This design comes from an exercise in tuning for small area and a short achievable clock period on the open sky130 flow, not from production work.
The RTL was checked by simulation tests, not by an equivalence proof against the original design.
Power and IR drop assume default switching activity.

==> flow/design.v, too long to show whole: its modules and the start of the top module <==
// module goodness_beat_reduce: 2858 lines
// module goodness_acc_tree: 279 lines
// module goodness_fa: 7 lines
// module goodness_ha: 7 lines
// module goodness_tracker: 150 lines
module goodness_tracker
#(
  parameter int CORE_NUM            = 4,
  parameter int POST_NEUR_PARALLEL  = 8,
  parameter int POST_NEUR_MEM_WIDTH = 13,
  parameter int GOODNESS_WIDTH      = 24
) (
  input  logic                                                    clk,
  input  logic                                                    rst,
  input  logic [CORE_NUM-1:0]                                     core_valid,
  input  logic [CORE_NUM-1:0]                                     core_last,
  input  logic [CORE_NUM-1:0]                                     core_clear,
  input  logic [CORE_NUM*POST_NEUR_PARALLEL*POST_NEUR_MEM_WIDTH-1:0] core_mem_bus,
  input  logic                                                    mode,
  input  logic [3:0]                                              avg_shift,
  input  logic [GOODNESS_WIDTH-1:0]                               theta,
  output logic [CORE_NUM*GOODNESS_WIDTH-1:0]                      sample_bus,
  output logic [CORE_NUM*GOODNESS_WIDTH-1:0]                      avg_bus,
  output logic [CORE_NUM-1:0]                                     done,
  output logic [CORE_NUM-1:0]                                     above_theta
);
  // ...
==> flow/flow/run.sh <==
#!/bin/bash
set -euo pipefail
bash standard.sh SETUP_SLACK_MARGIN=8.5 \
  "BUFFER_PORTS_ARGS=-buffer_cell sky130_fd_sc_hd__buf_1" finish > standard_flow.log 2>&1
==> flow/standard.sh <==
#!/bin/bash
# synth_recipe.tcl (not shown) runs the flow's synth.tcl, then flattens the netlist and writes it again
# the make line also repeats each setting of config.mk as NAME=value (left out here)
make -C /OpenROAD-flow-scripts/flow DESIGN_CONFIG=/design/flow/config.mk WORK_HOME=/design/flow/orfs CLKGATE_MAP_FILE= SYNTH_SCRIPT=/design/flow/synth_recipe.tcl "${@:-finish}"
==> flow/config.mk <==
export PLATFORM = sky130hd
export DESIGN_NAME = goodness_tracker
export DESIGN_NICKNAME = goodness_tracker
export VERILOG_FILES = /design/flow/design.v
export SDC_FILE = /design/flow/constraint.sdc
export NUM_CORES = 4
export LEC_CHECK = 0
export CAP_MARGIN = 20
export CORE_MARGIN = 2
export CORE_UTILIZATION = 38
export SETUP_SLACK_MARGIN = 5
export SLEW_MARGIN = 20
export SYNTH_HIERARCHICAL = 1
export SYNTH_MINIMUM_KEEP_SIZE = 0
export TNS_END_PERCENT = 10
==> flow/constraint.sdc <==
create_clock -name core_clock -period 15.0 [get_ports {clk}]
set_input_delay 3.0000 -clock core_clock [delete_from_list [all_inputs] [get_ports {clk}]]
set_output_delay 3.0000 -clock core_clock [all_outputs]
set_load 0.01 [all_outputs]
==> impl_metrics.tcl, run 1 <==
set metrics [dict create \
    power_mw 16.9 \
    detailroute.wirelength.met2_mm 196 \
    run_status "complete, no violations" \
    slew_headroom_pct 20.1 \
    grt-busiest-layer "met2" \
    switching_share_pct 49.5 \
    r2r-start "g_core[0].acc_q[14]$_DFFE_PP0P_" \
    worstHoldPathCells 2 \
    grt_pass1_wl_mm 642 \
    most-common-layout-cells "2606 x sky130_fd_sc_hd__fa_1, 2279 x sky130_fd_sc_hd__nor2_1, 1097 x sky130_fd_sc_hd__nand2_1, 650 x sky130_fd_sc_hd__buf_1, 412 x sky130_fd_sc_hd__dfxtp_1" \
    syn-instance-count 11300 \
    yosys.cell_count.top_type "sky130_fd_sc_hd__fa_1" \
    postCtsHoldBufs 0 \
    post_synth_fa_ha_maj_area_fraction_pct 49.1 \
    p_comb_share_pct 70.4 \
    seq-cell-share_pct 13.2 \
    dieWidth_um 555 \
    clock_net_power_mw 2.36 \
    initial_utilization_pct 38.1 \
    detailed_route_drc_error_count 0 \
    grt_use_total_pct 28.9 \
    design.portCount 659 \
    post-route-cell-area_sq_um 122000 \
    seq_power_mw 2.64 \
    post_synth_mux_area_share_pct 3.59 \
    synth-edff-count 0 \
    post_synth.cell_area_avg_sq_um 10.2 \
    vias_in_the_first_global_route 90200 \
    crit_start "mode" \
    critPathMostFrequentCell "sky130_fd_sc_hd__fa_1" \
    met1_length_mm 174 \
    start_kind "input pin" \
    die_area_sq_um 308000 \
    synth-seq-cells 724 \
    timing.critical_path.to "g_core[3].cut_q[91]$_DFF_P_" \
    worst-path-max-fanout 35 \
    synth_seq_area_share_pct 13.9 \
    drive_gt1_share_pct 11.0 \
    ir_worst_vdd_v 0.000203 \
]
==> inputs of run 2 (changes only) <==
--- a/flow/config.mk
+++ b/flow/config.mk
@@ -10,2 +10,4 @@
 export CORE_UTILIZATION = 38
+export CTS_CLUSTER_DIAMETER = 150
+export CTS_CLUSTER_SIZE = 14
 export SETUP_SLACK_MARGIN = 5
==> run 2 against run 1 <==
  * Die area stayed put
  * Sequential power hardly changed
  * Non-clock buffer count is 24 lower
  * Combinational power hardly changed
  * Hold slack better by 2.8 ps
  * Power is 4.9% lower
==> impl_metrics.tcl, run 2 <==
set metrics [dict create \
    top_register "g_core.cut_q" \
    layout_commonest_cell "sky130_fd_sc_hd__fa_1" \
    clock_sinks 724 \
    ir_worst_vdd_v 0.000182 \
    grt_start_max_net_pins 81 \
    post_synth.cell_area_avg_sq_um 10.2 \
    synthFlopType "sky130_fd_sc_hd__dfxtp_1" \
    postLayoutSetupSlackWorst_ps 8100 \
    placementRows 202 \
    vias_in_the_first_global_route 89700 \
    route.final.wire_length_mm 446 \
    crit_type "in2reg" \
    post_detailed_route_wirelength_per_cell_um 29.8 \
    largest_register_ffs 412 \
    synth-edff-count 0 \
    slew_headroom_pct 15.6 \
    internal_power_mw 7.88 \
    final_antenna_net_count 0 \
    ctsLongestPathBuffers 3 \
    critPathSlowestCell "sky130_fd_sc_hd__clkinv_1" \
    delay_of_the_slowest_critical_path_stage_ps 960 \
    synth_area_sq_um 115000 \
    fp.dieH_um 555 \
    post-route-cell-area_sq_um 120000 \
    worst-path-max-fanout 5 \
    cap_viol_max_count 0 \
    vias 85900 \
    synth_seq_area_share_pct 13.9 \
    place.detailed.hpwl_mm 357 \
    r2r.worst_path.cells 16 \
    insertion_delay_ps 720 \
    total_leakage_power_nw 57.2 \
    final_nets 14300 \
    timing.final.setup_violations 0 \
    yosysTopAreaCell "sky130_fd_sc_hd__fa_1" \
    p_comb_share_pct 73.7 \
    timing.fmax_mhz 145 \
    syn-instance-count 11300 \
    synth_top_area_share_pct 45.3 \
    period_share_pct 46.0 \
    max_slew_violation_count 0 \
    timing_hold_violations_final 0 \
    first_pass_iters 6 \
    synth-seq-cells 724 \
    die_area_sq_um 308000 \
    drive_gt1_share_pct 9.64 \
    buffer_ports.inserted 658 \
    area_growth_pct 3.75 \
    yosys.cell_count.top_type "sky130_fd_sc_hd__fa_1" \
    synth_area_leaders "sky130_fd_sc_hd__fa_1 45%, sky130_fd_sc_hd__nor2_1 7.5%, sky130_fd_sc_hd__dfxtp_1 7.1%" \
    setup_total_negative_slack_ps 0 \
    period_minus_slack_ps 6900 \
    critical_path_required_ps 15650 \
    clk_pin_slew_worst_paths_ps 70 \
    run_status "complete, no violations" \
    final_core_utilization_pct 39.6 \
    detailedPlace.worstSlack_ps 5620 \
    pwr-share-seq_pct 16.4 \
    most-common-layout-cells "2604 x sky130_fd_sc_hd__fa_1, 2272 x sky130_fd_sc_hd__nor2_1, 1138 x sky130_fd_sc_hd__nand2_1, 650 x sky130_fd_sc_hd__buf_1, 412 x sky130_fd_sc_hd__dfxtp_1" \
    postSynth.asyncResetShare_pct 43.1 \
    cts-buffers-inserted 61 \
    cts_tree "yes" \
    switching_share_pct 50.9 \
    min-delay-path-class "reg2reg" \
    ys.warnings.count 7 \
    synth_cell_types 87 \
    core_area_sq_um 303000 \
    tightestPinTransition_ps 1260 \
    finClkSkew_ps 38.0 \
    design.portCount 659 \
    power_per_cell_area_nw_per_um2 134 \
    place_area_sq_um 114000 \
    start_kind "input pin" \
    grt_overflow 0 \
    total_switching_power_mw 8.16 \
    htreeDepth 2 \
    initial_utilization_pct 38.1 \
    number_of_drc_markers_after_the_initial_detailed_route_iteration 10200 \
    dieWidth_um 555 \
    arrival_ps 7550 \
    worstHoldPathCells 2 \
    crit_path_cell_trace "buf_1 -> clkinv_1 -> fa_1 -> ha_1 -> and3_1 -> o211ai_1 -> or3_1 -> a211oi_1 -> o221ai_1 -> a21boi_0 -> o311ai_0 -> buf_4 -> nand3_1" \
    globalplace.congestion 1.02 \
    antenna_found_initial 46 \
    rsz0062_at_grt "true" \
    clk_tree_root_cell "sky130_fd_sc_hd__clkbuf_16" \
    endpoint_kind "flop" \
    via_density 5.74 \
    grt_pass1_wl_mm 638 \
    power.share.clock_pct 9.9 \
    detailed_route_drc_error_count 0 \
    grt_use_total_pct 28.6 \
    synth.cells.most_frequent "2612 x sky130_fd_sc_hd__fa_1, 2301 x sky130_fd_sc_hd__nor2_1, 1354 x sky130_fd_sc_hd__nand2_1" \
]
run 2: power groups by stage:
| stage | registers (mW) | logic [mW] | clock network, mW |
|---|---|---|---|
| after floorplan | 2.54 | 9.26 | 0 |
| after global placement | 2.67 | 11.3 | 0 |
| after detailed placement | 2.68 | 11.4 | 0 |
| after CTS | 2.64 | 11.6 | 1.64 |
| after global routing | 2.68 | 13.1 | 1.70 |
| final | 2.63 | 11.8 | 1.58 |
run 2: final timing paths:
kind | startpoint | to | slack, ps
max in group asynchronous | rst | g_core[0].s2_valid$_DFF_PP0_ | 10480
max reg2reg | g_core[0].acc_q[14]$_DFFE_PP0P_ | g_core[0].acc_q[2]$_DFFE_PP0P_ | 8520
min reg2reg | g_core[2].acc_q[2]$_DFFE_PP0P_ | g_core[2].acc_q[2]$_DFFE_PP0P_ | 490
max | theta[14] | g_core[0].above_q$_DFFE_PP0P_ | 8100
min | g_core[2].acc_q[2]$_DFFE_PP0P_ | g_core[2].acc_q[2]$_DFFE_PP0P_ | 490
min in group asynchronous | rst | g_core[2].done_q$_DFF_PP0_ | 2430
run 2: cells by family after synthesis:
kind of cell | share of synthesized area, %
adder cells (fa/ha/maj) | 49.1
AO/OA/AOI/OAI | 8.00
flip-flops | 13.9
buffers and inverters | 9.74
multiplexers | 3.59
AND/OR/NAND/NOR | 14.4
other | 0.0130
XOR/XNOR | 1.23
run 2: worst max-delay path: cells and delay by family:
family                   cells  cell delay (ps)
buffers and inverters        3             1320
adder cells (fa/ha/maj)      2             1210
AO/OA/AOI/OAI                5             1250
AND/OR/NAND/NOR              3              770
run 2: layer usage:
metal	track usage, %	part of all wire [%]
met3	6.77	10
met2	43.4	44
met4	15.8	6.8
met5	0	0.053
met1	37.7	39
run 2: what timing repair did:
action / CTS / global route
pin swaps: 52 / 98
hold buffers: 0 / 0
buffers inserted: 69 / 48
gates resized for setup: 459 / 168
gates cloned: 19 / 11
setup endpoints to repair: 484 / 264
endpoints found under the hold margin: 0 / 0
run 2: area by class of cell:
cell class	count	area (sq um)
Timing Repair Buffer	910	5460
Clock buffer	95	1710
Fill cell	29800	183000
Multi-Input combinational cell	8908	90100
Inverter	321	1250
Tap cell	3978	4980
Timing Repair inverter	1	8.76
Sequential cell	724	16100
Clock inverter	8	80.1
Antenna cell	23	57.6
run 2: stage by stage:
step	hold WS, ps	total power [mW]	std cells
final	494	16.0	15000
after global routing	512	17.5	15000
after CTS	493	15.9	14900
after detailed placement	477	14.1	14700
after global placement	462	14.0	14700
after floorplan	450	11.8	11300
run 2: modules after synthesis (local to each module, per instance):
module                times used  area [sq um]
goodness_acc_tree              4           424
goodness_ha                   64          12.5
goodness_tracker               1         43400
goodness_fa                 2604          20.0
goodness_beat_reduce           4          4330
==> module goodness_tracker, before the edit <==
module goodness_tracker
#(
  parameter int CORE_NUM            = 4,
  parameter int POST_NEUR_PARALLEL  = 8,
  parameter int POST_NEUR_MEM_WIDTH = 13,
  parameter int GOODNESS_WIDTH      = 24
) (
  input  logic                                                    clk,
  input  logic                                                    rst,
  input  logic [CORE_NUM-1:0]                                     core_valid,
  input  logic [CORE_NUM-1:0]                                     core_last,
  input  logic [CORE_NUM-1:0]                                     core_clear,
  input  logic [CORE_NUM*POST_NEUR_PARALLEL*POST_NEUR_MEM_WIDTH-1:0] core_mem_bus,
  input  logic                                                    mode,
  input  logic [3:0]                                              avg_shift,
  input  logic [GOODNESS_WIDTH-1:0]                               theta,
  output logic [CORE_NUM*GOODNESS_WIDTH-1:0]                      sample_bus,
  output logic [CORE_NUM*GOODNESS_WIDTH-1:0]                      avg_bus,
  output logic [CORE_NUM-1:0]                                     done,
  output logic [CORE_NUM-1:0]                                     above_theta
);
  localparam int P     = POST_NEUR_PARALLEL;
  localparam int M     = POST_NEUR_MEM_WIDTH;
  localparam int G     = GOODNESS_WIDTH;
  localparam int T_W   = 28;    
  localparam int NCUT  = 103;   
  localparam logic [G-1:0] G_MAX = '1;
  for (genvar c = 0; c < CORE_NUM; c++) begin : g_core
    logic             s1_valid;
    logic             s1_last;     
    logic             s2_valid;    
    logic             seeded;
    logic             done_q;
    logic             above_q;
    logic [G-1:0]     acc_q;
    logic [G-1:0]     sample_q;
    logic [G-1:0]     avg_q;
    logic [NCUT-1:0]  cut_q;       
    logic [P*(M-1)-1:0] ny;
    logic [P*(M-1)-1:0] nl;
    logic [NCUT-1:0]  cut;
    logic [T_W-1:0]   tot_s;
    logic [T_W-1:0]   tot_c;
    logic [T_W-1:0]   tot;
    logic [G-1:0]     acc_sat;
    logic             sat;
    logic [G-1:0]     cmp_s;
    logic [G-1:0]     cmp_c;
    logic [G+1:0]     cmp;
    logic             above_d;
    logic [3:0]       sh;
    logic [G-1:0]     avg_dn;
    logic [G-1:0]     smp_dn;
    logic [G-1:0]     ema_s;
    logic [G-1:0]     ema_c;
    logic [G-1:0]     avg_next;
    for (genvar n = 0; n < P; n++) begin : g_neur
      logic [M-1:0] v;
      assign v = core_mem_bus[(c*P+n)*M +: M];
      assign ny[n*(M-1) +: M-1] = ~(v[M-2:0] & {(M-1){mode & ~v[M-1]}});
      assign nl[n*(M-1) +: M-1] = ~(v[M-2:0] & {(M-1){~mode & ~v[M-1]}});
    end
    goodness_beat_reduce u_reduce (
      .ny  (ny),
      .nl  (nl),
      .cut (cut)
    );
    always_ff @(posedge clk) begin
      cut_q <= cut;
    end
    goodness_acc_tree u_acc (
      .cut   (cut_q),
      .acc   (acc_q),
      .sum_s (tot_s),
      .sum_c (tot_c)
    );
    assign tot     = tot_s + tot_c;
    assign sat     = |tot[T_W-1:G];
    assign acc_sat = sat ? G_MAX : tot[G-1:0];
    for (genvar i = 0; i < G; i++) begin : g_cmp
      goodness_fa u_fa (
        .a  (tot_s[i]),
        .b  (tot_c[i]),
        .c  (~theta[i]),
        .s  (cmp_s[i]),
        .co (cmp_c[i])
      );
    end
    assign cmp     = {2'b00, cmp_s} + {1'b0, cmp_c, 1'b0};
    assign above_d = sat ? ~&theta : |cmp[G+1:G];
    assign sh       = avg_shift;
    assign avg_dn   = avg_q >> sh;
    assign smp_dn   = sample_q >> sh;
    for (genvar i = 0; i < G; i++) begin : g_ema
      goodness_fa u_fa (
        .a  (avg_q[i]),
        .b  (smp_dn[i]),
        .c  (~avg_dn[i]),
        .s  (ema_s[i]),
        .co (ema_c[i])
      );
    end
    assign avg_next = ema_s + {ema_c[G-2:0], 1'b1};
    always_ff @(posedge clk or posedge rst) begin
      if (rst) begin
        s1_valid <= 1'b0;
        s1_last  <= 1'b0;
        s2_valid <= 1'b0;
        seeded   <= 1'b0;
        done_q   <= 1'b0;
        above_q  <= 1'b0;
        acc_q    <= '0;
        sample_q <= '0;
        avg_q    <= '0;
      end else if (core_clear[c]) begin
        s1_valid <= 1'b0;
        s1_last  <= 1'b0;
        s2_valid <= 1'b0;
        seeded   <= 1'b0;
        done_q   <= 1'b0;
        above_q  <= 1'b0;
        acc_q    <= '0;
        sample_q <= '0;
        avg_q    <= '0;
      end else begin
        s1_valid <= core_valid[c];
        s1_last  <= core_valid[c] & core_last[c];
        done_q   <= s2_valid;
        s2_valid <= s1_last;
        if (s2_valid) begin
          avg_q  <= seeded ? avg_next : sample_q;
          seeded <= 1'b1;
        end
        if (s1_valid) begin
          if (s1_last) begin
            sample_q <= acc_sat;
            above_q  <= above_d;
            acc_q    <= '0;
          end else begin
            acc_q    <= acc_sat;
          end
        end
      end
    end
    assign sample_bus[c*G +: G] = sample_q;
    assign avg_bus[c*G +: G]    = avg_q;
    assign done[c]              = done_q;
    assign above_theta[c]       = above_q;
  end
endmodule
==> inputs of run 3 (changes only) <==
--- a/flow/design.v
+++ b/flow/design.v
@@ -3143,2 +3143,416 @@
 endmodule
+module goodness_total (
+  input  logic [27:0] s,
+  input  logic [27:0] c,
+  output logic [23:0] y,
+  output logic sat
+);
+  logic [23:0] p, g;
+  assign p = s[23:0] ^ c[23:0];
+  assign g = s[23:0] & c[23:0];
+  logic kg0, kp0;
+  assign kg0 = g[1] | (p[1] & g[0]);
+  assign kp0 = p[1] & p[0];
+  logic kg1, kp1;
+  assign kg1 = g[3] | (p[3] & g[2]);
+  assign kp1 = p[3] & p[2];
+  logic kg2, kp2;
+  assign kg2 = g[5] | (p[5] & g[4]);
+  assign kp2 = p[5] & p[4];
+  logic kg3, kp3;
+  assign kg3 = g[7] | (p[7] & g[6]);
+  assign kp3 = p[7] & p[6];
+  logic kg4, kp4;
+  assign kg4 = g[9] | (p[9] & g[8]);
+  assign kp4 = p[9] & p[8];
+  logic kg5, kp5;
+  assign kg5 = g[11] | (p[11] & g[10]);
+  assign kp5 = p[11] & p[10];
+  logic kg6, kp6;
+  assign kg6 = g[13] | (p[13] & g[12]);
+  assign kp6 = p[13] & p[12];
+  logic kg7, kp7;
+  assign kg7 = g[15] | (p[15] & g[14]);
+  assign kp7 = p[15] & p[14];
+  logic kg8, kp8;
+  assign kg8 = g[17] | (p[17] & g[16]);
+  assign kp8 = p[17] & p[16];
+  logic kg9, kp9;
+  assign kg9 = g[19] | (p[19] & g[18]);
+  assign kp9 = p[19] & p[18];
+  logic kg10, kp10;
+  assign kg10 = g[21] | (p[21] & g[20]);
+  assign kp10 = p[21] & p[20];
+  logic kg11, kp11;
+  assign kg11 = g[23] | (p[23] & g[22]);
+  assign kp11 = p[23] & p[22];
+  logic kg12, kp12;
+  assign kg12 = g[2] | (p[2] & kg0);
+  assign kp12 = p[2] & kp0;
+  logic kg13, kp13;
+  assign kg13 = kg1 | (kp1 & kg0);
+  assign kp13 = kp1 & kp0;
+  logic kg14, kp14;
+  assign kg14 = g[6] | (p[6] & kg2);
+  assign kp14 = p[6] & kp2;
+  logic kg15, kp15;
+  assign kg15 = kg3 | (kp3 & kg2);
+  assign kp15 = kp3 & kp2;
+  logic kg16, kp16;
+  assign kg16 = g[10] | (p[10] & kg4);
+  assign kp16 = p[10] & kp4;
+  logic kg17, kp17;
+  assign kg17 = kg5 | (kp5 & kg4);
+  assign kp17 = kp5 & kp4;
+  logic kg18, kp18;
+  assign kg18 = g[14] | (p[14] & kg6);
+  assign kp18 = p[14] & kp6;
+  logic kg19, kp19;
+  assign kg19 = kg7 | (kp7 & kg6);
+  assign kp19 = kp7 & kp6;
+  logic kg20, kp20;
+  assign kg20 = g[18] | (p[18] & kg8);
+  assign kp20 = p[18] & kp8;
+  logic kg21, kp21;
+  assign kg21 = kg9 | (kp9 & kg8);
+  assign kp21 = kp9 & kp8;
+  logic kg22, kp22;
+  assign kg22 = g[22] | (p[22] & kg10);
+  assign kp22 = p[22] & kp10;
+  logic kg23, kp23;
+  assign kg23 = kg11 | (kp11 & kg10);
+  assign kp23 = kp11 & kp10;
+  logic kg24, kp24;
+  assign kg24 = g[4] | (p[4] & kg13);
+  assign kp24 = p[4] & kp13;
+  logic kg25, kp25;
+  assign kg25 = kg2 | (kp2 & kg13);
+  assign kp25 = kp2 & kp13;
+  logic kg26, kp26;
+  assign kg26 = kg14 | (kp14 & kg13);
+  assign kp26 = kp14 & kp13;
+  logic kg27, kp27;
+  assign kg27 = kg15 | (kp15 & kg13);
+  assign kp27 = kp15 & kp13;
+  logic kg28, kp28;
+  assign kg28 = g[12] | (p[12] & kg17);
+  assign kp28 = p[12] & kp17;
+  logic kg29, kp29;
+  assign kg29 = kg6 | (kp6 & kg17);
+  assign kp29 = kp6 & kp17;
+  logic kg30, kp30;
+  assign kg30 = kg18 | (kp18 & kg17);
+  assign kp30 = kp18 & kp17;
+  logic kg31, kp31;
+  assign kg31 = kg19 | (kp19 & kg17);
+  assign kp31 = kp19 & kp17;
+  logic kg32, kp32;
+  assign kg32 = g[20] | (p[20] & kg21);
+  assign kp32 = p[20] & kp21;
+  logic kg33, kp33;
+  assign kg33 = kg10 | (kp10 & kg21);
+  assign kp33 = kp10 & kp21;
+  logic kg34, kp34;
+  assign kg34 = kg22 | (kp22 & kg21);
+  assign kp34 = kp22 & kp21;
+  logic kg35, kp35;
+  assign kg35 = kg23 | (kp23 & kg21);
+  assign kp35 = kp23 & kp21;
+  logic kg36, kp36;
+  assign kg36 = g[8] | (p[8] & kg27);
+  assign kp36 = p[8] & kp27;
+  logic kg37, kp37;
+  assign kg37 = kg4 | (kp4 & kg27);
+  assign kp37 = kp4 & kp27;
+  logic kg38, kp38;
+  assign kg38 = kg16 | (kp16 & kg27);
+  assign kp38 = kp16 & kp27;
+  logic kg39, kp39;
+  assign kg39 = kg17 | (kp17 & kg27);
+  assign kp39 = kp17 & kp27;
+  logic kg40, kp40;
+  assign kg40 = kg28 | (kp28 & kg27);
+  assign kp40 = kp28 & kp27;
+  logic kg41, kp41;
+  assign kg41 = kg29 | (kp29 & kg27);
+  assign kp41 = kp29 & kp27;
+  logic kg42, kp42;
+  assign kg42 = kg30 | (kp30 & kg27);
+  assign kp42 = kp30 & kp27;
+  logic kg43, kp43;
+  assign kg43 = kg31 | (kp31 & kg27);
+  assign kp43 = kp31 & kp27;
+  logic kg44, kp44;
+  assign kg44 = g[16] | (p[16] & kg43);
+  assign kp44 = p[16] & kp43;
+  logic kg45, kp45;
+  assign kg45 = kg8 | (kp8 & kg43);
+  assign kp45 = kp8 & kp43;
+  logic kg46, kp46;
+  assign kg46 = kg20 | (kp20 & kg43);
+  assign kp46 = kp20 & kp43;
+  logic kg47, kp47;
+  assign kg47 = kg21 | (kp21 & kg43);
+  assign kp47 = kp21 & kp43;
+  logic kg48, kp48;
+  assign kg48 = kg32 | (kp32 & kg43);
+  assign kp48 = kp32 & kp43;
+  logic kg49, kp49;
+  assign kg49 = kg33 | (kp33 & kg43);
+  assign kp49 = kp33 & kp43;
+  logic kg50, kp50;
+  assign kg50 = kg34 | (kp34 & kg43);
+  assign kp50 = kp34 & kp43;
+  logic kg51, kp51;
+  assign kg51 = kg35 | (kp35 & kg43);
+  assign kp51 = kp35 & kp43;
+  assign y = p ^ {kg50, kg49, kg48, kg47, kg46, kg45, kg44, kg43, kg42, kg41, kg40, kg39, kg38, kg37, kg36, kg27, kg26, kg25, kg24, kg13, kg12, kg0, g[0], 1'b0};
+  assign sat = (|s[27:24]) | (|c[27:24]) | kg51;
+endmodule
+module goodness_gt (
+  input  logic [23:0] a,
+  input  logic [23:0] b,
+  output logic gt
+);
+  logic [23:0] b2, p, g;
+  assign b2 = {b[22:0], 1'b0};
+  assign p = a ^ b2;
+  assign g = a & b2;
+  logic tg0, tp0;
+  assign tg0 = g[1] | (p[1] & g[0]);
+  assign tp0 = p[1] & p[0];
+  logic tg1, tp1;
+  assign tg1 = g[3] | (p[3] & g[2]);
+  assign tp1 = p[3] & p[2];
+  logic tg2, tp2;
+  assign tg2 = g[5] | (p[5] & g[4]);
+  assign tp2 = p[5] & p[4];
+  logic tg3, tp3;
+  assign tg3 = g[7] | (p[7] & g[6]);
+  assign tp3 = p[7] & p[6];
+  logic tg4, tp4;
+  assign tg4 = g[9] | (p[9] & g[8]);
+  assign tp4 = p[9] & p[8];
+  logic tg5, tp5;
+  assign tg5 = g[11] | (p[11] & g[10]);
+  assign tp5 = p[11] & p[10];
+  logic tg6, tp6;
+  assign tg6 = g[13] | (p[13] & g[12]);
+  assign tp6 = p[13] & p[12];
+  logic tg7, tp7;
+  assign tg7 = g[15] | (p[15] & g[14]);
+  assign tp7 = p[15] & p[14];
+  logic tg8, tp8;
+  assign tg8 = g[17] | (p[17] & g[16]);
+  assign tp8 = p[17] & p[16];
+  logic tg9, tp9;
+  assign tg9 = g[19] | (p[19] & g[18]);
+  assign tp9 = p[19] & p[18];
+  logic tg10, tp10;
+  assign tg10 = g[21] | (p[21] & g[20]);
+  assign tp10 = p[21] & p[20];
+  logic tg11, tp11;
+  assign tg11 = g[23] | (p[23] & g[22]);
+  assign tp11 = p[23] & p[22];
+  logic tg12, tp12;
+  assign tg12 = tg1 | (tp1 & tg0);
+  assign tp12 = tp1 & tp0;
+  logic tg13, tp13;
+  assign tg13 = tg3 | (tp3 & tg2);
+  assign tp13 = tp3 & tp2;
+  logic tg14, tp14;
+  assign tg14 = tg5 | (tp5 & tg4);
+  assign tp14 = tp5 & tp4;
+  logic tg15, tp15;
+  assign tg15 = tg7 | (tp7 & tg6);
+  assign tp15 = tp7 & tp6;
+  logic tg16, tp16;
+  assign tg16 = tg9 | (tp9 & tg8);
+  assign tp16 = tp9 & tp8;
+  logic tg17, tp17;
+  assign tg17 = tg11 | (tp11 & tg10);
+  assign tp17 = tp11 & tp10;
+  logic tg18, tp18;
+  assign tg18 = tg13 | (tp13 & tg12);
+  assign tp18 = tp13 & tp12;
+  logic tg19, tp19;
+  assign tg19 = tg15 | (tp15 & tg14);
+  assign tp19 = tp15 & tp14;
+  logic tg20, tp20;
+  assign tg20 = tg17 | (tp17 & tg16);
+  assign tp20 = tp17 & tp16;
+  logic tg21, tp21;
+  assign tg21 = tg19 | (tp19 & tg18);
+  assign tp21 = tp19 & tp18;
+  logic tg22, tp22;
+  assign tg22 = tg20 | (tp20 & tg21);
+  assign tp22 = tp20 & tp21;
+  assign gt = b[23] | tg22;
+endmodule
+module goodness_add24 (
+  input  logic [23:0] a,
+  input  logic [23:0] b,
+  output logic [23:0] y
+);
+  logic [23:0] p, g;
+  assign p = a ^ b;
+  assign g = a & b;
+  logic kg0, kp0;
+  assign kg0 = g[1] | (p[1] & g[0]);
+  assign kp0 = p[1] & p[0];
+  logic kg1, kp1;
+  assign kg1 = g[3] | (p[3] & g[2]);
+  assign kp1 = p[3] & p[2];
+  logic kg2, kp2;
+  assign kg2 = g[5] | (p[5] & g[4]);
+  assign kp2 = p[5] & p[4];
+  logic kg3, kp3;
+  assign kg3 = g[7] | (p[7] & g[6]);
+  assign kp3 = p[7] & p[6];
+  logic kg4, kp4;
+  assign kg4 = g[9] | (p[9] & g[8]);
+  assign kp4 = p[9] & p[8];
+  logic kg5, kp5;
+  assign kg5 = g[11] | (p[11] & g[10]);
+  assign kp5 = p[11] & p[10];
+  logic kg6, kp6;
+  assign kg6 = g[13] | (p[13] & g[12]);
+  assign kp6 = p[13] & p[12];
+  logic kg7, kp7;
+  assign kg7 = g[15] | (p[15] & g[14]);
+  assign kp7 = p[15] & p[14];
+  logic kg8, kp8;
+  assign kg8 = g[17] | (p[17] & g[16]);
+  assign kp8 = p[17] & p[16];
+  logic kg9, kp9;
+  assign kg9 = g[19] | (p[19] & g[18]);
+  assign kp9 = p[19] & p[18];
+  logic kg10, kp10;
+  assign kg10 = g[21] | (p[21] & g[20]);
+  assign kp10 = p[21] & p[20];
+  logic kg11, kp11;
+  assign kg11 = g[23] | (p[23] & g[22]);
+  assign kp11 = p[23] & p[22];
+  logic kg12, kp12;
+  assign kg12 = g[2] | (p[2] & kg0);
+  assign kp12 = p[2] & kp0;
+  logic kg13, kp13;
+  assign kg13 = kg1 | (kp1 & kg0);
+  assign kp13 = kp1 & kp0;
+  logic kg14, kp14;
+  assign kg14 = g[6] | (p[6] & kg2);
+  assign kp14 = p[6] & kp2;
+  logic kg15, kp15;
+  assign kg15 = kg3 | (kp3 & kg2);
+  assign kp15 = kp3 & kp2;
+  logic kg16, kp16;
+  assign kg16 = g[10] | (p[10] & kg4);
+  assign kp16 = p[10] & kp4;
+  logic kg17, kp17;
+  assign kg17 = kg5 | (kp5 & kg4);
+  assign kp17 = kp5 & kp4;
+  logic kg18, kp18;
+  assign kg18 = g[14] | (p[14] & kg6);
+  assign kp18 = p[14] & kp6;
+  logic kg19, kp19;
+  assign kg19 = kg7 | (kp7 & kg6);
+  assign kp19 = kp7 & kp6;
+  logic kg20, kp20;
+  assign kg20 = g[18] | (p[18] & kg8);
+  assign kp20 = p[18] & kp8;
+  logic kg21, kp21;
+  assign kg21 = kg9 | (kp9 & kg8);
+  assign kp21 = kp9 & kp8;
+  logic kg22, kp22;
+  assign kg22 = g[22] | (p[22] & kg10);
+  assign kp22 = p[22] & kp10;
+  logic kg23, kp23;
+  assign kg23 = kg11 | (kp11 & kg10);
+  assign kp23 = kp11 & kp10;
+  logic kg24, kp24;
+  assign kg24 = g[4] | (p[4] & kg13);
+  assign kp24 = p[4] & kp13;
+  logic kg25, kp25;
+  assign kg25 = kg2 | (kp2 & kg13);
+  assign kp25 = kp2 & kp13;
+  logic kg26, kp26;
+  assign kg26 = kg14 | (kp14 & kg13);
+  assign kp26 = kp14 & kp13;
+  logic kg27, kp27;
+  assign kg27 = kg15 | (kp15 & kg13);
+  assign kp27 = kp15 & kp13;
+  logic kg28, kp28;
+  assign kg28 = g[12] | (p[12] & kg17);
+  assign kp28 = p[12] & kp17;
+  logic kg29, kp29;
+  assign kg29 = kg6 | (kp6 & kg17);
+  assign kp29 = kp6 & kp17;
+  logic kg30, kp30;
+  assign kg30 = kg18 | (kp18 & kg17);
+  assign kp30 = kp18 & kp17;
+  logic kg31, kp31;
+  assign kg31 = kg19 | (kp19 & kg17);
+  assign kp31 = kp19 & kp17;
+  logic kg32, kp32;
+  assign kg32 = g[20] | (p[20] & kg21);
+  assign kp32 = p[20] & kp21;
+  logic kg33, kp33;
+  assign kg33 = kg10 | (kp10 & kg21);
+  assign kp33 = kp10 & kp21;
+  logic kg34, kp34;
+  assign kg34 = kg22 | (kp22 & kg21);
+  assign kp34 = kp22 & kp21;
+  logic kg35, kp35;
+  assign kg35 = kg23 | (kp23 & kg21);
+  assign kp35 = kp23 & kp21;
+  logic kg36, kp36;
+  assign kg36 = g[8] | (p[8] & kg27);
+  assign kp36 = p[8] & kp27;
+  logic kg37, kp37;
+  assign kg37 = kg4 | (kp4 & kg27);
+  assign kp37 = kp4 & kp27;
+  logic kg38, kp38;
+  assign kg38 = kg16 | (kp16 & kg27);
+  assign kp38 = kp16 & kp27;
+  logic kg39, kp39;
+  assign kg39 = kg17 | (kp17 & kg27);
+  assign kp39 = kp17 & kp27;
+  logic kg40, kp40;
+  assign kg40 = kg28 | (kp28 & kg27);
+  assign kp40 = kp28 & kp27;
+  logic kg41, kp41;
+  assign kg41 = kg29 | (kp29 & kg27);
+  assign kp41 = kp29 & kp27;
+  logic kg42, kp42;
+  assign kg42 = kg30 | (kp30 & kg27);
+  assign kp42 = kp30 & kp27;
+  logic kg43, kp43;
+  assign kg43 = kg31 | (kp31 & kg27);
+  assign kp43 = kp31 & kp27;
+  logic kg44, kp44;
+  assign kg44 = g[16] | (p[16] & kg43);
+  assign kp44 = p[16] & kp43;
+  logic kg45, kp45;
+  assign kg45 = kg8 | (kp8 & kg43);
+  assign kp45 = kp8 & kp43;
+  logic kg46, kp46;
+  assign kg46 = kg20 | (kp20 & kg43);
+  assign kp46 = kp20 & kp43;
+  logic kg47, kp47;
+  assign kg47 = kg21 | (kp21 & kg43);
+  assign kp47 = kp21 & kp43;
+  logic kg48, kp48;
+  assign kg48 = kg32 | (kp32 & kg43);
+  assign kp48 = kp32 & kp43;
+  logic kg49, kp49;
+  assign kg49 = kg33 | (kp33 & kg43);
+  assign kp49 = kp33 & kp43;
+  logic kg50, kp50;
+  assign kg50 = kg34 | (kp34 & kg43);
+  assign kp50 = kp34 & kp43;
+  logic kg51, kp51;
+  assign kg51 = kg35 | (kp35 & kg43);
+  assign kp51 = kp35 & kp43;
+  assign y = p ^ {kg50, kg49, kg48, kg47, kg46, kg45, kg44, kg43, kg42, kg41, kg40, kg39, kg38, kg37, kg36, kg27, kg26, kg25, kg24, kg13, kg12, kg0, g[0], 1'b0};
+endmodule
 module goodness_fa (
@@ -3205,3 +3619,3 @@
     logic [G-1:0]     cmp_c;
-    logic [G+1:0]     cmp;
+    logic             gt;
     logic             above_d;
@@ -3245,4 +3659,8 @@
     end
-    assign cmp     = {2'b00, cmp_s} + {1'b0, cmp_c, 1'b0};
-    assign above_d = sat ? ~&theta : |cmp[G+1:G];
+    goodness_gt u_gt (
+      .a  (cmp_s),
+      .b  (cmp_c),
+      .gt (gt)
+    );
+    assign above_d = sat ? ~&theta : gt;
     assign sh       = avg_shift;
@@ -3259,3 +3677,7 @@
     end
-    assign avg_next = ema_s + {ema_c[G-2:0], 1'b1};
+    goodness_add24 u_ema_add (
+      .a (ema_s),
+      .b ({ema_c[G-2:0], 1'b1}),
+      .y (avg_next)
+    );
     always_ff @(posedge clk or posedge rst) begin
--- a/flow/config.mk
+++ b/flow/config.mk
@@ -10,4 +10,3 @@
 export CORE_UTILIZATION = 38
-export CTS_CLUSTER_DIAMETER = 150
-export CTS_CLUSTER_SIZE = 14
+export PLACE_DENSITY = 0.75
 export SETUP_SLACK_MARGIN = 5
==> run 3 against run 2 <==
  * Register-to-register slack better by 270 ps
  * Power down 2.8%
  * Still clean on timing, DRC and antenna
  * Cell count up 0.38%
  * Hold slack worse by 3.6 ps
  * Non-clock buffer count down 23
  * Sequential share of layout area down 0.072 points
==> impl_metrics.tcl, run 3 <==
set metrics [dict create \
    hold_crit_start "g_core[3].acc_q[1]$_DFFE_PP0P_" \
    most-common-layout-cells "2617 x sky130_fd_sc_hd__fa_1, 2294 x sky130_fd_sc_hd__nor2_1, 1135 x sky130_fd_sc_hd__nand2_1, 652 x sky130_fd_sc_hd__buf_1, 412 x sky130_fd_sc_hd__dfxtp_1" \
    place.detailed.hpwl_mm 335 \
    htreeDepth 3 \
    detailedPlace.worstSlack_ps 5870 \
    clock_sinks 724 \
    synth_top_area_share_pct 45.6 \
    placementRows 202 \
    layout_commonest_cell "sky130_fd_sc_hd__fa_1" \
    ir_worst_vdd_v 0.000272 \
    synth_area_sq_um 115000 \
    insertion_delay_ps 760 \
    synth-seq-cells 724 \
    postLayoutSetupSlackWorst_ps 8240 \
    crit_path_cell_trace "clkbuf_16 -> bufbuf_16 -> nor2_1 -> nand2_1 -> nand2_1 -> fa_1 -> fa_1 -> fa_1 -> fa_1 -> fa_1 -> fa_1" \
    post_synth_fa_ha_maj_area_fraction_pct 49.4 \
    holdPathEnd "g_core[3].acc_q[1]$_DFFE_PP0P_" \
    ctsLongestPathBuffers 3 \
    slew_headroom_pct 25.8 \
    synth_simple_gate_area_share_pct 14.3 \
    multi_input_area_sq_um 89700 \
    via_density 5.76 \
    vias 86600 \
    min-delay-path-class "reg2reg" \
    post-place-cells 14700 \
    endpoint_kind "flop" \
    buffer_ports.inserted 658 \
    final_nets 14400 \
    worst-r2r-setup-slack_ps 8790 \
    final_antenna_net_count 0 \
    vias_in_the_first_global_route 90700 \
    synth_compound_area_share_pct 7.59 \
    crit_type "in2reg" \
    period_minus_slack_ps 6760 \
    clk_pin_slew_worst_paths_ps 60 \
    setup_total_negative_slack_ps 0 \
    die_area_sq_um 308000 \
    rsz0062_at_grt "true" \
    yosys.cell_count.top_type "sky130_fd_sc_hd__fa_1" \
    worst-path-max-fanout 23 \
    timing.final.setup_violations 0 \
    rr_endpoint "g_core[2].acc_q[7]$_DFFE_PP0P_" \
    drive_gt1_share_pct 10.1 \
    design.portCount 659 \
    critical_path_required_ps 15630 \
    clk_tree_root_cell "sky130_fd_sc_hd__clkbuf_16" \
    post_detailed_route_wirelength_per_cell_um 28.2 \
    synth.cells.most_frequent "2628 x sky130_fd_sc_hd__fa_1, 2302 x sky130_fd_sc_hd__nor2_1, 1382 x sky130_fd_sc_hd__nand2_1" \
    power_per_cell_area_nw_per_um2 130 \
    r2r-start "g_core[2].acc_q[13]$_DFFE_PP0P_" \
    fp.dieH_um 555 \
    globalplace.congestion 1.05 \
    start_kind "input pin" \
    period_share_pct 45.0 \
    cts-buffers-inserted 85 \
    crit_start "mode" \
    post_synth_mux_area_share_pct 3.75 \
    post_synth.cell_area_avg_sq_um 10.2 \
    first_pass_iters 8 \
    finClkSkew_ps 59.8 \
    cap_viol_max_count 0 \
    top_register "g_core.cut_q" \
    route.final.wire_length_mm 424 \
    layout.filler_cells 29100 \
    postSynth.asyncResetShare_pct 43.1 \
    timing_hold_violations_final 0 \
    category_of_cells_accounting_for_the_largest_share_of_critical_path_delay "adder cells" \
    dieWidth_um 555 \
    synth_area_leaders "sky130_fd_sc_hd__fa_1 46%, sky130_fd_sc_hd__nor2_1 7.5%, sky130_fd_sc_hd__dfxtp_1 7.1%" \
    synth_cell_types 86 \
    largest_register_ffs 412 \
    tightestPinTransition_ps 1110 \
    critPathMostFrequentCell "sky130_fd_sc_hd__fa_1" \
    postCtsHoldBufs 0 \
    grt_overflow 0 \
    post_synth_xor_area_fraction_pct 1.23 \
    total_leakage_power_nw 57.1 \
    arrival_ps 7390 \
    run_status "complete, no violations" \
    ys.warnings.count 7 \
    cts_tree "yes" \
    antenna_found_initial 27 \
    synth_seq_area_share_pct 13.9 \
    worstHoldPathCells 2 \
    grt_pass1_wl_mm 614 \
    max_slew_violation_count 0 \
    place_area_sq_um 114000 \
    delay_of_the_slowest_critical_path_stage_ps 880 \
    core_area_sq_um 303000 \
    area_growth_pct 4.29 \
    r2r.worst_path.cells 15 \
    synthFlopType "sky130_fd_sc_hd__dfxtp_1" \
    detailed_route_drc_error_count 0 \
    timing.fmax_mhz 148 \
    largest_family_of_logic_cells_by_synthesized_area "adder cells" \
    number_of_drc_markers_after_the_initial_detailed_route_iteration 10500 \
    synth-edff-count 0 \
    yosysTopAreaCell "sky130_fd_sc_hd__fa_1" \
    syn-instance-count 11300 \
    critPathBufInv 2 \
    critPathSlowestCell "sky130_fd_sc_hd__nor2_1" \
    post-route-cell-area_sq_um 120000 \
    grt_start_max_net_pins 137 \
    final-seq-area_sq_um 16100 \
    grt_use_total_pct 27.1 \
    finish.cell_count_without_fillers 15000 \
    initial_utilization_pct 38.1 \
]
run 3: per-module statistics from Yosys (local to each module, per instance):
| module | copies in the design | area (sq um) | cells inside |
|---|---|---|---|
| goodness_add24 | 4 | 975 | 125 |
| goodness_tracker | 1 | 37700 | 4373 |
| goodness_acc_tree | 4 | 424 | 57 |
| goodness_fa | 2604 | 20.0 | 1 |
| goodness_ha | 64 | 12.5 | 1 |
| goodness_gt | 4 | 464 | 50 |
| goodness_beat_reduce | 4 | 4330 | 831 |
run 3: timing repair:
action / CTS / global route
gates resized for setup: 422 / 172
buffers inserted: 58 / 42
cloned: 18 / 12
endpoints found under the hold margin: 0 / 0
endpoints found under the setup margin: 481 / 222
pin swaps: 27 / 92
run 3: cells by family (layout without fill, tap and decap cells):
kind of cell	Yosys count	count (layout)
AOI/OAI and AO/OA	1320	1320
and+or+nand+nor	4119	4120
muxes	328	328
xor gates and xnor gates	162	162
other	5	31
buffers and inverters	1659	1386
adders and majority gates	2976	2976
DFF	724	724
run 3: final cells by class:
class	instances	area share, %
Timing Repair inverter	2	0.0187
Tap cell	3978	4.14
Sequential cell	724	13.3
Inverter	338	1.09
Clock inverter	50	0.442
Timing Repair Buffer	887	4.45
Antenna cell	15	0.0312
Clock buffer	109	1.97
Multi-Input combinational cell	8922	74.5
run 3: stage by stage:
step / power (mW) / utilization [%] / hold WS [ps]
floorplan: 11.2 / - / 451
global placement: 12.7 / 37.6 / 476
detailed placement: 13.0 / 37.6 / 488
CTS: 15.4 / 39.3 / 500
global route: 17.0 / 39.8 / 519
finish: 15.6 / 39.8 / 490
run 3: how the worst max path moves through the flow:
stage | slack [ps] | endpoint | depth (start not counted)
2_1_floorplan | 7850 | g_core[0].above_q$_DFFE_PP0P_ | 1
3_5_place_dp | 5870 | g_core[2].avg_q[9]$_DFFE_PP0P_ | 19
4_1_cts | 8430 | g_core[3].avg_q[17]$_DFFE_PP0P_ | 21
5_1_grt | 8250 | g_core[0].avg_q[15]$_DFFE_PP0P_ | 20
6_report | 8240 | g_core[1].cut_q[12]$_DFF_P_ | 11
3_3_place_gp | 5850 | g_core[2].avg_q[9]$_DFFE_PP0P_ | 19
run 3: routing by layer:
layer	track usage, %	share of wire, %	up-vias	wire length (um)
li1	-	-	34900	-
met1	34.2	36	43900	155000
met2	42.1	44	6385	189000
met3	8.38	13	1358	53600
met4	13.1	6.4	22	27000
met5	0.125	0.042	-	178
run 3: report_power, final:
group	internal [mW]	switching (mW)	leakage (nW)
Clock	1.23	0.956	1.43
Sequential	2.26	0.282	7.65
Combinational	4.46	6.41	48.1
Total	7.95	7.65	57.1
run 3: worst min-delay path, stage by stage (launching register included):
cell and delay [ps]:
sky130_fd_sc_hd__dfrtp_1 350, sky130_fd_sc_hd__nand2_1 50, sky130_fd_sc_hd__o21ai_0 60
==> inputs of run 4 (changes only) <==
--- a/flow/config.mk
+++ b/flow/config.mk
@@ -10,3 +10,3 @@
 export CORE_UTILIZATION = 38
-export PLACE_DENSITY = 0.75
+export GPL_ROUTABILITY_DRIVEN = 0
 export SETUP_SLACK_MARGIN = 5
==> run 4 against run 3 <==
  * Maximum frequency is 0.32% lower
  * Clock power is about 10% higher
  * Count of clock-buffer cells in the layout is 5 higher
  * Clock skew is 8.2 ps lower
  * Combinational power hardly changed
  * Hold slack worse by 6.1 ps
==> impl_metrics.tcl, run 4 <==
set metrics [dict create \
    finClkSkew_ps 51.6 \
    layout.filler_cells 29600 \
    synth_top_area_share_pct 45.6 \
    yosys.cell_count.top_type "sky130_fd_sc_hd__fa_1" \
    power_mw 16.0 \
    post-place-cells 14700 \
    ctsLongestPathBuffers 3 \
    finish.cell_count_without_fillers 15100 \
    post_synth.cell_area_avg_sq_um 10.2 \
    power_per_cell_area_nw_per_um2 132 \
    layout_commonest_cell "sky130_fd_sc_hd__fa_1" \
    final-seq-area_sq_um 16100 \
    route.final.wire_length_mm 432 \
    endpoint_kind "flop" \
    drive_gt1_share_pct 10.6 \
    rsz0062_at_grt "true" \
    vias 86700 \
    yosysTopAreaCell "sky130_fd_sc_hd__fa_1" \
    total_leakage_power_nw 57.5 \
    synthFlopType "sky130_fd_sc_hd__dfxtp_1" \
    post_synth_fa_ha_maj_area_fraction_pct 49.4 \
    antenna_found_initial 21 \
    place.detailed.hpwl_mm 344 \
    area_growth_pct 5.09 \
    period_minus_slack_ps 6780 \
    first_pass_iters 6 \
    post_synth_mux_area_share_pct 3.75 \
    ys.warnings.count 7 \
    grt_overflow 0 \
    multi_input_area_sq_um 89800 \
    fp.dieH_um 555 \
    largest_family_of_logic_cells_by_synthesized_area "adder cells" \
    cap_viol_max_count 0 \
    largest_register_ffs 412 \
    clk_tree_root_cell "sky130_fd_sc_hd__clkbuf_16" \
    synth_simple_gate_area_share_pct 14.3 \
    tightestPinTransition_ps 1160 \
    critical_path_required_ps 15630 \
    placementRows 202 \
    synth_area_sq_um 115000 \
    buffer_ports.inserted 658 \
    worst-path-max-fanout 32 \
    max_slew_violation_count 0 \
    htreeDepth 3 \
    vias_in_the_first_global_route 89800 \
    slew_headroom_pct 22.6 \
    timing.fmax_mhz 148 \
    dieWidth_um 555 \
    postSynth.asyncResetShare_pct 43.1 \
    post_synth_xor_area_fraction_pct 1.23 \
    grt_pass1_wl_mm 621 \
    min-delay-path-class "reg2reg" \
    clock_sinks 724 \
    detailedPlace.worstSlack_ps 6330 \
    cts_tree "yes" \
    start_kind "input pin" \
    number_of_drc_markers_after_the_initial_detailed_route_iteration 10100 \
    arrival_ps 7410 \
    via_density 5.75 \
    final_antenna_net_count 0 \
    synth_seq_area_share_pct 13.9 \
    final_core_utilization_pct 40.1 \
    clk_pin_slew_worst_paths_ps 60 \
    synth-seq-cells 724 \
    grt_use_total_pct 27.6 \
    postCtsHoldBufs 0 \
    timing_hold_violations_final 0 \
    timing.final.setup_violations 0 \
    core_area_sq_um 303000 \
    final_nets 14400 \
    post_detailed_route_wirelength_per_cell_um 28.7 \
    period_share_pct 45.2 \
    die_area_sq_um 308000 \
    cts-buffers-inserted 91 \
    initial_utilization_pct 38.1 \
    setup_total_negative_slack_ps 0 \
    detailed_route_drc_error_count 0 \
    crit_type "in2reg" \
    ir_worst_vdd_v 0.000182 \
    postLayoutSetupSlackWorst_ps 8220 \
    synth_cell_types 86 \
    synth_area_leaders "sky130_fd_sc_hd__fa_1 46%, sky130_fd_sc_hd__nor2_1 7.5%, sky130_fd_sc_hd__dfxtp_1 7.1%" \
    top_register "g_core.cut_q" \
    synth-edff-count 0 \
    synth.cells.most_frequent "2628 x sky130_fd_sc_hd__fa_1, 2302 x sky130_fd_sc_hd__nor2_1, 1382 x sky130_fd_sc_hd__nand2_1" \
    design.portCount 659 \
    run_status "complete, no violations" \
    insertion_delay_ps 770 \
    syn-instance-count 11300 \
    most-common-layout-cells "2617 x sky130_fd_sc_hd__fa_1, 2285 x sky130_fd_sc_hd__nor2_1, 1182 x sky130_fd_sc_hd__nand2_1, 652 x sky130_fd_sc_hd__buf_1, 412 x sky130_fd_sc_hd__dfxtp_1" \
    synth_compound_area_share_pct 7.59 \
    grt_start_max_net_pins 132 \
]
-- run 4: layout make-up --
class                           count  area share, %
Clock inverter                     57          0.596
Multi-Input combinational cell   8922           74.1
Sequential cell                   724           13.2
Tap cell                         3978           4.11
Inverter                          338           1.09
Clock buffer                      114           2.05
Antenna cell                       17         0.0351
Timing Repair inverter              2         0.0144
Timing Repair Buffer              928           4.78
-- run 4: worst max-delay path, cell delays in order --
cell and delay (ps):
sky130_fd_sc_hd__clkbuf_16 250, sky130_fd_sc_hd__nor2b_4 430, sky130_fd_sc_hd__nand2_1 540, sky130_fd_sc_hd__o21ai_0 660, sky130_fd_sc_hd__fa_1 590, sky130_fd_sc_hd__fa_1 490
sky130_fd_sc_hd__fa_1 430, sky130_fd_sc_hd__fa_1 480, sky130_fd_sc_hd__fa_1 490
-- run 4: cell families (layout without fill, tap and decap cells) --
group           after synthesis  count (layout)
buf+inv                    1659            1439
simple gates               4119            4120
compound gates             1320            1320
mux                         328             328
other cells                   5              33
fa+ha+maj                  2976            2976
xor+xnor                    162             162
flops                       724             724
-- run 4: power by group --
group / internal (mW) / switching, mW
Clock: 1.39 / 1.01
Combinational: 4.46 / 6.60
Sequential: 2.26 / 0.313
Total: 8.11 / 7.92
-- run 4: worst paths after layout --
| path | endpoint | depth (start not counted) | startpoint | slack, ps |
|---|---|---|---|---|
| min in group asynchronous | g_core[2].avg_q[12]$_DFFE_PP0P_ | 2 | rst | 2260 |
| max reg2reg | g_core[2].sample_q[20]$_DFFE_PP0P_ | 15 | g_core[2].acc_q[13]$_DFFE_PP0P_ | 8490 |
| max | g_core[2].cut_q[40]$_DFF_P_ | 9 | mode | 8220 |
| min | g_core[1].above_q$_DFFE_PP0P_ | 2 | g_core[1].above_q$_DFFE_PP0P_ | 480 |
| min reg2reg | g_core[1].above_q$_DFFE_PP0P_ | 2 | g_core[1].above_q$_DFFE_PP0P_ | 480 |
| max in group asynchronous | g_core[0].acc_q[20]$_DFFE_PP0P_ | 4 | rst | 10650 |
-- run 4: metal layers --
layer | global-route usage [%] | vias up | share of wire, %
met3 | 7.79 | 1327 | 12
met2 | 41.6 | 5935 | 44
met1 | 35.4 | 44500 | 37
met4 | 16.5 | 12 | 7.5
met5 | 0.203 | - | 0.034
li1 | - | 35000 | -
-- run 4: Yosys stat by module, one instance, submodules excluded --
module	area [sq um]	cells
goodness_tracker	37700	4373
goodness_ha	12.5	1
goodness_gt	464	50
goodness_beat_reduce	4330	831
goodness_add24	975	125
goodness_fa	20.0	1
goodness_acc_tree	424	57
-- run 4: stage by stage --
step | area [sq um] | hold WS [ps]
2_1_floorplan | 115000 | 451
3_3_place_gp | 114000 | 463
3_5_place_dp | 114000 | 475
4_1_cts | 119000 | 488
5_1_grt | 121000 | 528
6_report | 121000 | 484
-- run 4: what timing repair did --
action | CTS | global route
setup buffers | 70 | 77
endpoints found under the setup margin | 503 | 240
pin swaps | 41 | 106
resized for setup | 362 | 236
cloned | 21 | 14
==> inputs of run 5 (changes only) <==
--- a/flow/config.mk
+++ b/flow/config.mk
@@ -10,3 +10,2 @@
 export CORE_UTILIZATION = 38
-export GPL_ROUTABILITY_DRIVEN = 0
 export SETUP_SLACK_MARGIN = 5
==> run 5 against run 4 <==
  * Sequential share of layout area rose by 0.074 points
  * Critical endpoint is now g_core[0].cut_q[19]$_DFF_P_
  * Maximum frequency rose by 2.2%
  * Register-to-register slack improved by 590 ps
  * Count of clock-buffer cells in the layout rose by 3
  * Global-route usage rose by 0.40 points
  * Core utilization fell by 0.23 points
  * Highest routed layer unchanged
  * Hold slack improved by 7.9 ps
  * Combinational power barely moved
  * Synthesized cell count did not move
  * First-iteration DRC count fell by 13%
  * Critical path type unchanged
  * Power fell by 0.53%
  * Synthesized area did not move
==> impl_metrics.tcl, run 5 <==
set metrics [dict create \
    run_status "complete, no violations" \
    globalplace.congestion 1.01 \
    cts_tree "yes" \
    clk_pin_slew_worst_paths_ps 60 \
    layout_commonest_cell "sky130_fd_sc_hd__fa_1" \
    grt_start_max_net_pins 137 \
    via_density 5.67 \
    slew_headroom_pct 19.8 \
    buffer_ports.inserted 658 \
    ctsLongestPathBuffers 3 \
    final_antenna_net_count 0 \
    critPathSlowestCell "sky130_fd_sc_hd__nand2_1" \
    arrival_ps 7240 \
    setup_total_negative_slack_ps 0 \
    post-route-cell-area_sq_um 121000 \
    critPathMostFrequentCell "sky130_fd_sc_hd__fa_1" \
    detailed_route_drc_error_count 0 \
    core_area_sq_um 303000 \
    worst-r2r-setup-slack_ps 9080 \
    delay_of_the_slowest_critical_path_stage_ps 590 \
    synth-seq-cells 724 \
    post_detailed_route_wirelength_per_cell_um 29.1 \
    final_nets 14400 \
    start_kind "input pin" \
    finish.cell_count_without_fillers 15000 \
    design.portCount 659 \
    category_of_cells_accounting_for_the_largest_share_of_critical_path_delay "adder cells" \
    multi_input_area_sq_um 89500 \
    endpoint_kind "flop" \
    vias_in_the_first_global_route 89700 \
    synthFlopType "sky130_fd_sc_hd__dfxtp_1" \
    top_register "g_core.cut_q" \
    timing.fmax_mhz 151 \
    synth_seq_area_share_pct 13.9 \
    min-delay-path-class "reg2reg" \
    first_pass_iters 8 \
    route.final.wire_length_mm 438 \
    ys.warnings.count 7 \
    synth_area_leaders "sky130_fd_sc_hd__fa_1 46%, sky130_fd_sc_hd__nor2_1 7.5%, sky130_fd_sc_hd__dfxtp_1 7.1%" \
    crit_start "mode" \
    postSynth.asyncResetShare_pct 43.1 \
    timing.final.setup_violations 0 \
    crit_path_cell_trace "clkbuf_16 -> nor2b_1 -> buf_4 -> nand2_1 -> o21ai_2 -> fa_1 -> fa_1 -> fa_1 -> fa_1 -> fa_1 -> fa_1" \
    placementRows 202 \
    r2r-start "g_core[2].acc_q[13]$_DFFE_PP0P_" \
    worstHoldPathCells 2 \
    dieWidth_um 555 \
    synth.cells.most_frequent "2628 x sky130_fd_sc_hd__fa_1, 2302 x sky130_fd_sc_hd__nor2_1, 1382 x sky130_fd_sc_hd__nand2_1" \
    largest_register_ffs 412 \
    crit_type "in2reg" \
    area_growth_pct 4.49 \
    period_minus_slack_ps 6630 \
    power_mw 15.9 \
    synth_cell_types 86 \
    place.detailed.hpwl_mm 354 \
    r2r.worst_path.cells 17 \
    critical_path_required_ps 15610 \
    period_share_pct 44.2 \
    tightestPinTransition_ps 1200 \
    syn-instance-count 11300 \
    cts-buffers-inserted 91 \
    grt_overflow 0 \
    clk_tree_root_cell "sky130_fd_sc_hd__clkbuf_16" \
    final-seq-area_sq_um 16100 \
    most-common-layout-cells "2617 x sky130_fd_sc_hd__fa_1, 2291 x sky130_fd_sc_hd__nor2_1, 1184 x sky130_fd_sc_hd__nand2_1, 652 x sky130_fd_sc_hd__buf_1, 412 x sky130_fd_sc_hd__dfxtp_1" \
    timing_hold_violations_final 0 \
    initial_utilization_pct 38.1 \
    number_of_drc_markers_after_the_initial_detailed_route_iteration 8820 \
    max_slew_violation_count 0 \
    place_area_sq_um 114000 \
    rr_endpoint "g_core[2].sample_q[18]$_DFFE_PP0P_" \
    holdPathEnd "g_core[2].above_q$_DFFE_PP0P_" \
    antenna_found_initial 20 \
    post-place-cells 14700 \
    critPathBufInv 2 \
    hold_crit_start "g_core[2].above_q$_DFFE_PP0P_" \
    post_synth.cell_area_avg_sq_um 10.2 \
    grt_pass1_wl_mm 628 \
    ir_worst_vdd_v 0.000203 \
    postCtsHoldBufs 0 \
    total_leakage_power_nw 57.3 \
    synth_area_sq_um 115000 \
    vias 85300 \
    synth_top_area_share_pct 45.6 \
    yosys.cell_count.top_type "sky130_fd_sc_hd__fa_1" \
    cap_viol_max_count 0 \
    insertion_delay_ps 780 \
    rsz0062_at_grt "true" \
    die_area_sq_um 308000 \
    layout.filler_cells 29700 \
    power_per_cell_area_nw_per_um2 132 \
    synth-edff-count 0 \
    htreeDepth 3 \
    clock_sinks 724 \
    drive_gt1_share_pct 9.94 \
    yosysTopAreaCell "sky130_fd_sc_hd__fa_1" \
    worst-path-max-fanout 33 \
    fp.dieH_um 555 \
    finClkSkew_ps 48.0 \
    grt_use_total_pct 28.0 \
]
run 5: worst max-delay path by stage:
| stage | endpoint | slack [ps] | cells after the start |
|---|---|---|---|
| 3_5_place_dp | g_core[1].avg_q[9]$_DFFE_PP0P_ | 6020 | 19 |
| 2_1_floorplan | g_core[0].above_q$_DFFE_PP0P_ | 7850 | 1 |
| 3_3_place_gp | g_core[1].avg_q[16]$_DFFE_PP0P_ | 6070 | 20 |
| 6_report | g_core[0].cut_q[19]$_DFF_P_ | 8370 | 11 |
| 4_1_cts | g_core[0].cut_q[19]$_DFF_P_ | 8480 | 11 |
| 5_1_grt | g_core[0].avg_q[17]$_DFFE_PP0P_ | 8280 | 18 |
run 5: area by class of cell:
cell class              count  share of cell area (%)
multi-input cells        8921                    74.2
flip-flops and latches    724                    13.3
repair buffers            900                    4.48
well taps                3978                    4.13
clock buffers             117                    2.19
inverters                 338                    1.09
clock inverters            54                   0.531
diodes                     10                  0.0208
repair inverters            2                  0.0166
run 5: cell families (layout without fill, tap and decap cells):
kind of cell,Yosys count,after routing,synth area share (%)
compound gates,1320,1320,7.59
xor+xnor,162,162,1.23
fa+ha+maj,2976,2976,49.4
buf+inv,1659,1411,9.81
flops,724,724,13.9
mux,328,328,3.75
other cells,5,26,0.0163
simple gates,4119,4119,14.3
run 5: stage by stage:
stage          util (%)  setup slack, ps  hold slack, ps
5_1_grt            39.8             8280             534
3_5_place_dp       37.6             6020             485
2_1_floorplan         -             7850             451
3_3_place_gp       37.6             6070             472
6_report           39.9             8370             492
4_1_cts            39.4             8480             499
run 5: modules after synthesis (local to each module, per instance):
module | area, sq um | flops+latches
goodness_gt | 464 | 0
goodness_acc_tree | 424 | 0
goodness_ha | 12.5 | 0
goodness_beat_reduce | 4330 | 0
goodness_fa | 20.0 | 0
goodness_add24 | 975 | 0
goodness_tracker | 37700 | 724
run 5: worst min-delay path, stage by stage, from the launching register on:
cell	delay [ps]
sky130_fd_sc_hd__dfrtp_1	340
sky130_fd_sc_hd__nand2_1	50
sky130_fd_sc_hd__o21ai_0	60
run 5: layer usage:
| layer | share of wire [%] | routed length (um) | vias up | track usage [%] |
|---|---|---|---|---|
| met5 | 0.020 | 86 | - | 0 |
| met2 | 44 | 194000 | 4981 | 43.0 |
| met1 | 38 | 168000 | 44300 | 36.3 |
| met3 | 10 | 45400 | 1084 | 6.83 |
| li1 | - | - | 34900 | - |
| met4 | 6.9 | 30200 | 12 | 15.7 |
run 5: what timing repair did:
action | CTS | global route
pin swaps | 25 | 81
gates cloned | 16 | 18
gates resized for setup | 355 | 166
setup endpoints to repair | 484 | 168
setup buffers | 61 | 45
run 5: where the power goes:
group	switching (mW)	total, mW	internal, mW	leakage (nW)
Sequential	0.304	2.57	2.26	7.65
Combinational	6.54	11.0	4.43	48.1
Clock	0.992	2.41	1.42	1.60
==> inputs of run 6 (changes only) <==
--- a/flow/design.v
+++ b/flow/design.v
@@ -3665,4 +3665,4 @@
     assign above_d = sat ? ~&theta : gt;
-    assign sh       = avg_shift;
-    assign avg_dn   = avg_q >> sh;
+    assign sh       = avg_shift & {4{seeded}};
+    assign avg_dn   = avg_q >> avg_shift;
     assign smp_dn   = sample_q >> sh;
@@ -3709,3 +3709,3 @@
         if (s2_valid) begin
-          avg_q  <= seeded ? avg_next : sample_q;
+          avg_q  <= avg_next;
           seeded <= 1'b1;
==> run 6 against run 5 <==
  * First-iteration DRC count up 4.4%
  * Power increased by 0.89%
  * Core utilization about the same
  * Via count down 1.9%
  * Synthesized cell count about the same
==> impl_metrics.tcl, run 6 <==
set metrics [dict create \
    grt_start_max_net_pins 66 \
    grt_overflow 0 \
    via_density 5.56 \
    r2r.worst_path.cells 14 \
    layout_commonest_cell "sky130_fd_sc_hd__fa_1" \
    rsz0062_at_grt "true" \
    timing.final.setup_violations 0 \
    pwr-share-seq_pct 16.1 \
    place_area_sq_um 113000 \
    clk_pin_slew_worst_paths_ps 60 \
    min-delay-path-class "reg2reg" \
    vias 83700 \
    period_minus_slack_ps 6660 \
    core_area_sq_um 300000 \
    htreeDepth 3 \
    syn-instance-count 11300 \
    post_detailed_route_wirelength_per_cell_um 27.9 \
    internal_power_mw 8.15 \
    clock_sinks 724 \
    yosys.cell_count.top_type "sky130_fd_sc_hd__fa_1" \
    route.final.wire_length_mm 420 \
    die_area_sq_um 306000 \
    largest_register_ffs 412 \
    arrival_ps 7260 \
    design.portCount 659 \
    insertion_delay_ps 740 \
    ys.warnings.count 7 \
    critical_path_required_ps 15610 \
    crit_type "in2reg" \
    timing.fmax_mhz 150 \
    dieWidth_um 553 \
    tightestPinTransition_ps 1270 \
    cts-buffers-inserted 90 \
    post-route-cell-area_sq_um 120000 \
    run_status "complete, no violations" \
    globalplace.congestion 1.04 \
    vias_in_the_first_global_route 86900 \
    most-common-layout-cells "2622 x sky130_fd_sc_hd__fa_1, 2252 x sky130_fd_sc_hd__nor2_1, 1195 x sky130_fd_sc_hd__nand2_1, 651 x sky130_fd_sc_hd__buf_1, 412 x sky130_fd_sc_hd__dfxtp_1" \
    cap_viol_max_count 0 \
    worstHoldPathCells 2 \
    synth_cell_types 92 \
    yosysTopAreaCell "sky130_fd_sc_hd__fa_1" \
    clk_tree_root_cell "sky130_fd_sc_hd__clkbuf_16" \
    finClkSkew_ps 43.3 \
    first_pass_iters 6 \
    grt_pass1_wl_mm 606 \
    synth_area_sq_um 115000 \
    period_share_pct 44.4 \
    grt_use_total_pct 27.1 \
    synth-edff-count 0 \
    synth-seq-cells 724 \
    antenna_found_initial 16 \
    cts_tree "yes" \
    endpoint_kind "flop" \
    place.detailed.hpwl_mm 346 \
    hold_crit_start "g_core[0].above_q$_DFFE_PP0P_" \
    area_growth_pct 4.34 \
    initial_utilization_pct 38.2 \
    placementRows 201 \
    ctsLongestPathBuffers 3 \
    drive_gt1_share_pct 9.73 \
    synth.cells.most_frequent "2628 x sky130_fd_sc_hd__fa_1, 2273 x sky130_fd_sc_hd__nor2_1, 1446 x sky130_fd_sc_hd__nand2_1" \
    timing_hold_violations_final 0 \
    r2r-start "g_core[3].acc_q[13]$_DFFE_PP0P_" \
    worst-path-max-fanout 19 \
    fp.dieH_um 553 \
    layout.filler_cells 29600 \
    synth_seq_area_share_pct 14.0 \
    power.share.clock_pct 14.0 \
    buffer_ports.inserted 658 \
    setup_total_negative_slack_ps 0 \
]
## run 6: repair_timing
action                     4_1_cts  5_1_grt
gates cloned                    11       10
pin swaps                        5       50
gates resized for setup        412      141
setup endpoints to repair      480      131
setup buffers                   55       78
## run 6: final cells by class
class	count	area [sq um]	area share [%]
Timing Repair Buffer	900	5220	4.36
Tap cell	3958	4950	4.14
Inverter	333	1270	1.06
Multi-Input combinational cell	8952	89100	74.4
Clock inverter	48	494	0.413
Sequential cell	724	16100	13.4
Clock buffer	121	2580	2.16
Antenna cell	6	15.0	0.0125
## run 6: logic make-up after synthesis
group                    Yosys count  synth area share, %
multiplexers                     428                 4.19
AND/OR/NAND/NOR                 4208                 14.7
adder cells (fa/ha/maj)         2976                 49.7
AO/OA/AOI/OAI                   1163                 6.41
XOR/XNOR                         159                 1.21
flip-flops                       724                 14.0
buffers and inverters           1628                 9.77
other                              5               0.0164
## run 6: worst max-delay path: stages
cell	delay, ps
sky130_fd_sc_hd__clkbuf_16	190
sky130_fd_sc_hd__buf_16	230
sky130_fd_sc_hd__nor2b_4	220
sky130_fd_sc_hd__nand2_1	580
sky130_fd_sc_hd__nor2_1	170
sky130_fd_sc_hd__fa_1	510
sky130_fd_sc_hd__fa_1	510
sky130_fd_sc_hd__fa_1	430
sky130_fd_sc_hd__fa_1	500
sky130_fd_sc_hd__fa_1	450
sky130_fd_sc_hd__fa_1	430
## run 6: per-layer routing
| metal | part of all wire, % | routed length [um] | track usage, % | vias to the layer above |
|---|---|---|---|---|
| li1 | - | - | - | 34700 |
| met1 | 40 | 170000 | 37.3 | 43400 |
| met2 | 43 | 182000 | 40.2 | 4867 |
| met3 | 11 | 47500 | 7.30 | 783 |
| met4 | 5.0 | 20900 | 11.1 | 18 |
| met5 | 0.027 | 114 | 0 | - |
## run 6: worst max path at each step
stage / from / to / slack (ps) / depth (start not counted)
final: mode / g_core[2].cut_q[73]$_DFF_P_ / 8340 / 11
after global routing: avg_shift[0] / g_core[0].avg_q[16]$_DFFE_PP0P_ / 8330 / 21
after CTS: avg_shift[1] / g_core[2].avg_q[9]$_DFFE_PP0P_ / 8440 / 17
after detailed placement: avg_shift[0] / g_core[1].avg_q[9]$_DFFE_PP0P_ / 5990 / 19
after global placement: avg_shift[1] / g_core[3].avg_q[9]$_DFFE_PP0P_ / 6050 / 19
after floorplan: rst / g_core[0].above_q$_DFFE_PP0P_ / 7850 / 1
## run 6: power groups by stage
stage / clock, mW / combinational (mW) / sequential, mW
after floorplan: 0 / 9.09 / 2.50
after global placement: 0 / 10.8 / 2.63
after detailed placement: 0 / 10.9 / 2.64
after CTS: 2.31 / 11.0 / 2.60
after global routing: 2.39 / 12.5 / 2.64
final: 2.26 / 11.2 / 2.59
## run 6: stage by stage
step	std cells	setup slack, ps	hold slack [ps]	util, %	power [mW]
final	15000	8340	486	39.9	16.1
after global routing	15000	8330	518	39.9	17.5
after CTS	14900	8440	490	39.4	15.9
after detailed placement	14700	5990	477	37.6	13.5
after global placement	14700	6050	463	37.6	13.4
after floorplan	11300	7850	450	-	11.6
## run 6: per-module statistics from Yosys, one instance, submodules excluded
module / cells / cell area, sq um
goodness_tracker: 4371 / 37000
goodness_beat_reduce: 831 / 4330
goodness_add24: 125 / 975
goodness_gt: 50 / 464
goodness_acc_tree: 57 / 424
goodness_fa: 1 / 20.0
goodness_ha: 1 / 12.5

Re-timed with assumed drivers on the ports (clkbuf_16 on the clock, buf_2 on other inputs), run 6 has 8.265 ns of setup slack against 8.343 ns with ideal ports, and 7.447 ns once port delays also move by the mid clock arrival of 0.818 ns.
